Source: an optimization exercise on an open RTL-to-GDS flow (aim: small area, a short achievable clock period and few clock cycles per item). Production flows keep margins and buffers that such runs may drop.
No driver is modelled on the clock port, so clock power and skew are understated where the tree is cut down; a real chip needs a root buffer or a tree.
Power and IR drop assume default switching activity.

## sha256_padder
module sha256_padder #(
    parameter int LEN_W = 19
) (
    input  logic         Clk,
    input  logic         Reset,
    input  logic [7:0]   InData,
    input  logic         InValid,
    input  logic         InLast,
    output logic         InReady,
    output logic [511:0] Chunk,
    output logic         ChunkValid,
    output logic         ChunkLast,
    input  logic         ChunkReady
);
    localparam int WR     = 0;   
    localparam int TOX    = 1;   
    localparam int CMT    = 2;   
    localparam int PAD    = 3;   
    localparam int P2W    = 4;   
    localparam int PADFIT = 5;   
    function automatic logic [5:0] ctl(input logic iv, input logic cv, input logic pend2,
                                 input logic xv, input logic xl, input logic il,
                                 input logic [7:1] ht, input logic [7:1] lt);
        logic c0, c1, fits, r_free, cmt, wr, pad;
  ...
==> flow/config.mk <==
export PLATFORM = sky130hd
export DESIGN_NAME = sha256_padder
export DESIGN_NICKNAME = sha256_padder
export VERILOG_FILES = /design/flow/design.v
export SDC_FILE = /design/flow/constraint.sdc
export NUM_CORES = 4
export LEC_CHECK = 0
export CAP_MARGIN = 20
export CORE_MARGIN = 2
export CORE_UTILIZATION = 50
export SETUP_SLACK_MARGIN = 2.6
export SLEW_MARGIN = 20
export SYNTH_HIERARCHICAL = 1
export SYNTH_MINIMUM_KEEP_SIZE = 0
export TNS_END_PERCENT = 10
==> flow/constraint.sdc <==
create_clock -name core_clock -period 4.5 [get_ports {Clk}]
set_input_delay 0.9000 -clock core_clock [delete_from_list [all_inputs] [get_ports {Clk}]]
set_output_delay 0.9000 -clock core_clock [all_outputs]
set_load 0.01 [all_outputs]
standard.sh (not shown) runs the stock make flow with config.mk's settings and CLKGATE_MAP_FILE= SYNTH_SCRIPT=/design/flow/synth_recipe.tcl, a recipe that flattens the netlist after the stock synthesis.
==> flow/flow/run.sh <==
#!/bin/bash
# Standard ORFS layout with these changes: the port buffers use a small buffer cell, and the
# clock tree is a two-level tree built by flow/cts_pre.tcl (ORFS's PRE_CTS_TCL hook) in place
# of TritonCTS. Each ORFS step's full log is in orfs/logs/...; make's output is in flow.log.
set -euo pipefail
export BUFFER_PORTS_ARGS="-buffer_cell sky130_fd_sc_hd__buf_1"
export PRE_CTS_TCL="$PWD/flow/cts_pre.tcl"
bash standard.sh > flow.log 2>&1
==> flow/flow/cts_pre.tcl <==
# Two-level clock tree, built in place of TritonCTS: the flip-flops are clustered by location
# (k-means), each cluster gets a leaf buffer at its centre; the leaf buffers are grouped the
# same way, and each group gets a root buffer at its centre, driven by the clock port.
proc my_two_level_cts {} {
  set block [ord::get_db_block]
  set db [ord::get_db]
  set leaf_master [$db findMaster $::my_cts_leaf]
  set root_master [$db findMaster sky130_fd_sc_hd__clkbuf_16]
  set clk_port [$block findBTerm $::my_cts_port]
  set clk_net [$clk_port getNet]
  set sinks {}
  set xs {}
  set ys {}
  foreach it [$clk_net getITerms] {
    set inst [$it getInst]
    set box [$inst getBBox]
    lappend sinks $it
    lappend xs [expr {([$box xMin] + [$box xMax]) / 2.0}]
    lappend ys [expr {([$box yMin] + [$box yMax]) / 2.0}]
  }
  set n [llength $sinks]
  set k [expr {int(ceil(double($n) / $::my_cts_size))}]
  # initial centres: sinks sorted by x then split into k groups, each group's mean
  set order [lsort -real -indices $xs]
  set cx {}
  set cy {}
  for {set c 0} {$c < $k} {incr c} {
    set lo [expr {$c * $n / $k}]
    set hi [expr {($c + 1) * $n / $k}]
    set sx 0.0; set sy 0.0
    for {set i $lo} {$i < $hi} {incr i} {
      set j [lindex $order $i]
      set sx [expr {$sx + [lindex $xs $j]}]
      set sy [expr {$sy + [lindex $ys $j]}]
    }
    lappend cx [expr {$sx / ($hi - $lo)}]
    lappend cy [expr {$sy / ($hi - $lo)}]
  }
  # k-means with a soft size limit: a sink goes to the nearest centre with room
  set cap [expr {int(ceil($n * 1.25 / $k))}]
  for {set iter 0} {$iter < 30} {incr iter} {
    set cnt [lrepeat $k 0]
    set assign {}
    for {set i 0} {$i < $n} {incr i} {
      set x [lindex $xs $i]; set y [lindex $ys $i]
      set ds {}
      for {set c 0} {$c < $k} {incr c} {
        lappend ds [expr {abs($x - [lindex $cx $c]) + abs($y - [lindex $cy $c])}]
      }
      set best -1
      foreach c [lsort -real -indices $ds] {
        if {[lindex $cnt $c] < $cap} { set best $c; break }
      }
      lset cnt $best [expr {[lindex $cnt $best] + 1}]
      lappend assign $best
    }
    set sx [lrepeat $k 0.0]; set sy [lrepeat $k 0.0]
    for {set i 0} {$i < $n} {incr i} {
      set c [lindex $assign $i]
      lset sx $c [expr {[lindex $sx $c] + [lindex $xs $i]}]
      lset sy $c [expr {[lindex $sy $c] + [lindex $ys $i]}]
    }
    for {set c 0} {$c < $k} {incr c} {
      if {[lindex $cnt $c] > 0} {
        lset cx $c [expr {[lindex $sx $c] / [lindex $cnt $c]}]
        lset cy $c [expr {[lindex $sy $c] / [lindex $cnt $c]}]
      }
    }
  }
  puts "my_cts: $n sinks in $k clusters of [lsort -integer $cnt]"
  # leaves grouped into r groups by k-means on their centres; one root buffer per group
  set r $::my_cts_roots
  set rorder [lsort -real -indices $cx]
  set rx {}; set ry {}
  for {set g 0} {$g < $r} {incr g} {
    set j [lindex $rorder [expr {int(($g + 0.5) * $k / $r)}]]
    lappend rx [lindex $cx $j]; lappend ry [lindex $cy $j]
  }
  set rcap [expr {int(ceil(double($k) / $r))}]
  for {set iter 0} {$iter < 30} {incr iter} {
    set rassign {}
    set gx [lrepeat $r 0.0]; set gy [lrepeat $r 0.0]; set gn [lrepeat $r 0]
    for {set c 0} {$c < $k} {incr c} {
      set ds {}
      for {set g 0} {$g < $r} {incr g} {
        lappend ds [expr {abs([lindex $cx $c] - [lindex $rx $g]) + abs([lindex $cy $c] - [lindex $ry $g])}]
      }
      set g -1
      foreach gg [lsort -real -indices $ds] {
        if {[lindex $gn $gg] < $rcap} { set g $gg; break }
      }
      lappend rassign $g
      lset gx $g [expr {[lindex $gx $g] + [lindex $cx $c]}]
      lset gy $g [expr {[lindex $gy $g] + [lindex $cy $c]}]
      lset gn $g [expr {[lindex $gn $g] + 1}]
    }
    for {set g 0} {$g < $r} {incr g} {
      if {[lindex $gn $g] > 0} {
        lset rx $g [expr {[lindex $gx $g] / [lindex $gn $g]}]
        lset ry $g [expr {[lindex $gy $g] / [lindex $gn $g]}]
      }
    }
  }
  puts "my_cts: leaves per root [lsort -integer $gn]"
  set root_nets {}
  set roots {}
  for {set g 0} {$g < $r} {incr g} {
    set root [odb::dbInst_create $block $root_master clkbuf_root_${g}_Clk]
    $root setLocation [expr {int([lindex $rx $g])}] [expr {int([lindex $ry $g])}]
    $root setPlacementStatus PLACED
    set root_net [odb::dbNet_create $block clknet_root_${g}_Clk]
    $root_net setSigType CLOCK
    [$root findITerm X] connect $root_net
    lappend root_nets $root_net
    lappend roots $root
  }
  set leaves {}
  for {set c 0} {$c < $k} {incr c} {
    set leaf [odb::dbInst_create $block $leaf_master clkbuf_leaf_${c}_Clk]
    $leaf setLocation [expr {int([lindex $cx $c])}] [expr {int([lindex $cy $c])}]
    $leaf setPlacementStatus PLACED
    set net [odb::dbNet_create $block clknet_leaf_${c}_Clk]
    $net setSigType CLOCK
    [$leaf findITerm X] connect $net
    [$leaf findITerm A] connect [lindex $root_nets [lindex $rassign $c]]
    lappend leaves $net
  }
  for {set i 0} {$i < $n} {incr i} {
    set it [lindex $sinks $i]
    $it disconnect
    $it connect [lindex $leaves [lindex $assign $i]]
  }
  foreach root $roots { [$root findITerm A] connect $clk_net }
  $clk_net setSigType CLOCK
}

# ORFS's cts.tcl sources this before its clock_tree_synthesis call: build the tree here and
# make that call do nothing. The rest of cts.tcl (legalisation, timing repair) then runs as usual.
set ::my_cts_leaf  sky130_fd_sc_hd__clkbuf_16
set ::my_cts_port  Clk
set ::my_cts_size  20
set ::my_cts_roots 4
my_two_level_cts
set_propagated_clock [all_clocks]
rename clock_tree_synthesis {}
proc clock_tree_synthesis {args} {
  puts "clock_tree_synthesis skipped: the clock tree was built by cts_pre.tcl"
}
The starting point completed with no timing, DRC or antenna violations.
Edit:
CAP_MARGIN = 50   (was 20)
SETUP_SLACK_MARGIN = 2.45   (was 2.6)
SLEW_MARGIN = 50   (was 20)
TNS_END_PERCENT = default   (was 10)
Outcome: The changed run produced a clean layout; cell area decreases slightly; die area stays the same; utilization decreases by 0.50 points; hold slack improved by 16 ps; sequential power hardly moves; global-route usage increases by 0.59 points; routed wire length stays flat; register-to-register slack got worse by 100 ps; total power decreases slightly.
Edit:
--- a/flow/flow/cts_pre.tcl
+++ b/flow/flow/cts_pre.tcl
@@ -77,5 +77,4 @@
     lappend rx [lindex $cx $j]; lappend ry [lindex $cy $j]
   }
-  set rcap [expr {int(ceil(double($k) / $r))}]
   for {set iter 0} {$iter < 30} {incr iter} {
     set rassign {}
@@ -86,8 +85,5 @@
         lappend ds [expr {abs([lindex $cx $c] - [lindex $rx $g]) + abs([lindex $cy $c] - [lindex $ry $g])}]
       }
-      set g -1
-      foreach gg [lsort -real -indices $ds] {
-        if {[lindex $gn $gg] < $rcap} { set g $gg; break }
-      }
+      set g [lindex [lsort -real -indices $ds] 0]
       lappend rassign $g
       lset gx $g [expr {[lindex $gx $g] + [lindex $cx $c]}]
CAP_MARGIN = 20   (was 50)
SETUP_SLACK_MARGIN = 2.4   (was 2.45)
SLEW_MARGIN = 20   (was 50)
=> The changed run completed without violations; sequential cell count is unchanged; via count climbs by 0.46%; die area stays the same; cell area shrinks by about 0.4%; synthesized cell count does not change.
Edit:
--- a/flow/flow/cts_pre.tcl
+++ b/flow/flow/cts_pre.tcl
@@ -77,4 +77,5 @@
     lappend rx [lindex $cx $j]; lappend ry [lindex $cy $j]
   }
+  set rcap [expr {int(ceil(double($k) / $r))}]
   for {set iter 0} {$iter < 30} {incr iter} {
     set rassign {}
@@ -85,5 +86,8 @@
         lappend ds [expr {abs([lindex $cx $c] - [lindex $rx $g]) + abs([lindex $cy $c] - [lindex $ry $g])}]
       }
-      set g [lindex [lsort -real -indices $ds] 0]
+      set g -1
+      foreach gg [lsort -real -indices $ds] {
+        if {[lindex $gn $gg] < $rcap} { set g $gg; break }
+      }
       lappend rassign $g
       lset gx $g [expr {[lindex $gx $g] + [lindex $cx $c]}]
SETUP_SLACK_MARGIN = 2.5   (was 2.4)
=>
- The new run passed the timing, DRC and antenna checks
- global-route usage falls by 0.37 points
- fmax rose by 2.5%
- flip-flop and latch count does not change
- via count went up by 0.64%
- routed wire length barely changes
- first-iteration DRC count goes down by about 1.7%
- core utilization rises by 1.0 points
Edit:
--- a/flow/flow/cts_pre.tcl
+++ b/flow/flow/cts_pre.tcl
@@ -137,7 +137,7 @@
 # ORFS's cts.tcl sources this before its clock_tree_synthesis call: build the tree here and
 # make that call do nothing. The rest of cts.tcl (legalisation, timing repair) then runs as usual.
-set ::my_cts_leaf  sky130_fd_sc_hd__clkbuf_16
+set ::my_cts_leaf  sky130_fd_sc_hd__clkbuf_8
 set ::my_cts_port  Clk
-set ::my_cts_size  20
+set ::my_cts_size  14
 set ::my_cts_roots 4
 my_two_level_cts
SETUP_SLACK_MARGIN = 2.45   (was 2.5)
Result: The changed run went through all stages and came out clean; die area does not change; area after synthesis does not change; maximum frequency decreases by a few percent; clock skew increases by 30 ps; synthesized cell count stays the same; setup slack is worse by 59 ps.
No run of this note included a check of the RTL's function; only the layout flow was run. In every run of this note, the design's own scripts or RTL, not TritonCTS, make the clock network.

separate check: timing with driven ports:
In the flow no input, the clock included, has a driving cell. The finished layouts below were timed again as built, in two steps.
Step 1, drivers: a clkbuf_16 drives Clk and a buf_2 each remaining input, both assumed.
Step 2 times the ports against the registers' clock, not the clock port: input delays grow and output delays shrink by t, the midpoint of the rising clock arrivals with the driver on.
a / b / c = ideal / step 1 / step 2; a / b = the first two.
run	t, ns	setup slack, ns	hold WS [ns]	cell pins on the clock port's net
the first run	0.486	2.475 / 2.425 / 2.475	0.436 / 0.436 / 0.436	4
the second run	0.477	2.373 / 2.373 / 2.373	0.452 / 0.447 / 0.452	4
the third run	0.477	2.433 / 2.427 / 2.433	0.454 / 0.454 / 0.454	4
the fourth run	0.467	2.483 / 2.442 / 2.483	0.455 / 0.455 / 0.455	4
the fifth run	0.481	2.423 / 2.423 / 2.423	0.453 / 0.453 / 0.453	4
After both steps setup and hold are still met in every run listed.
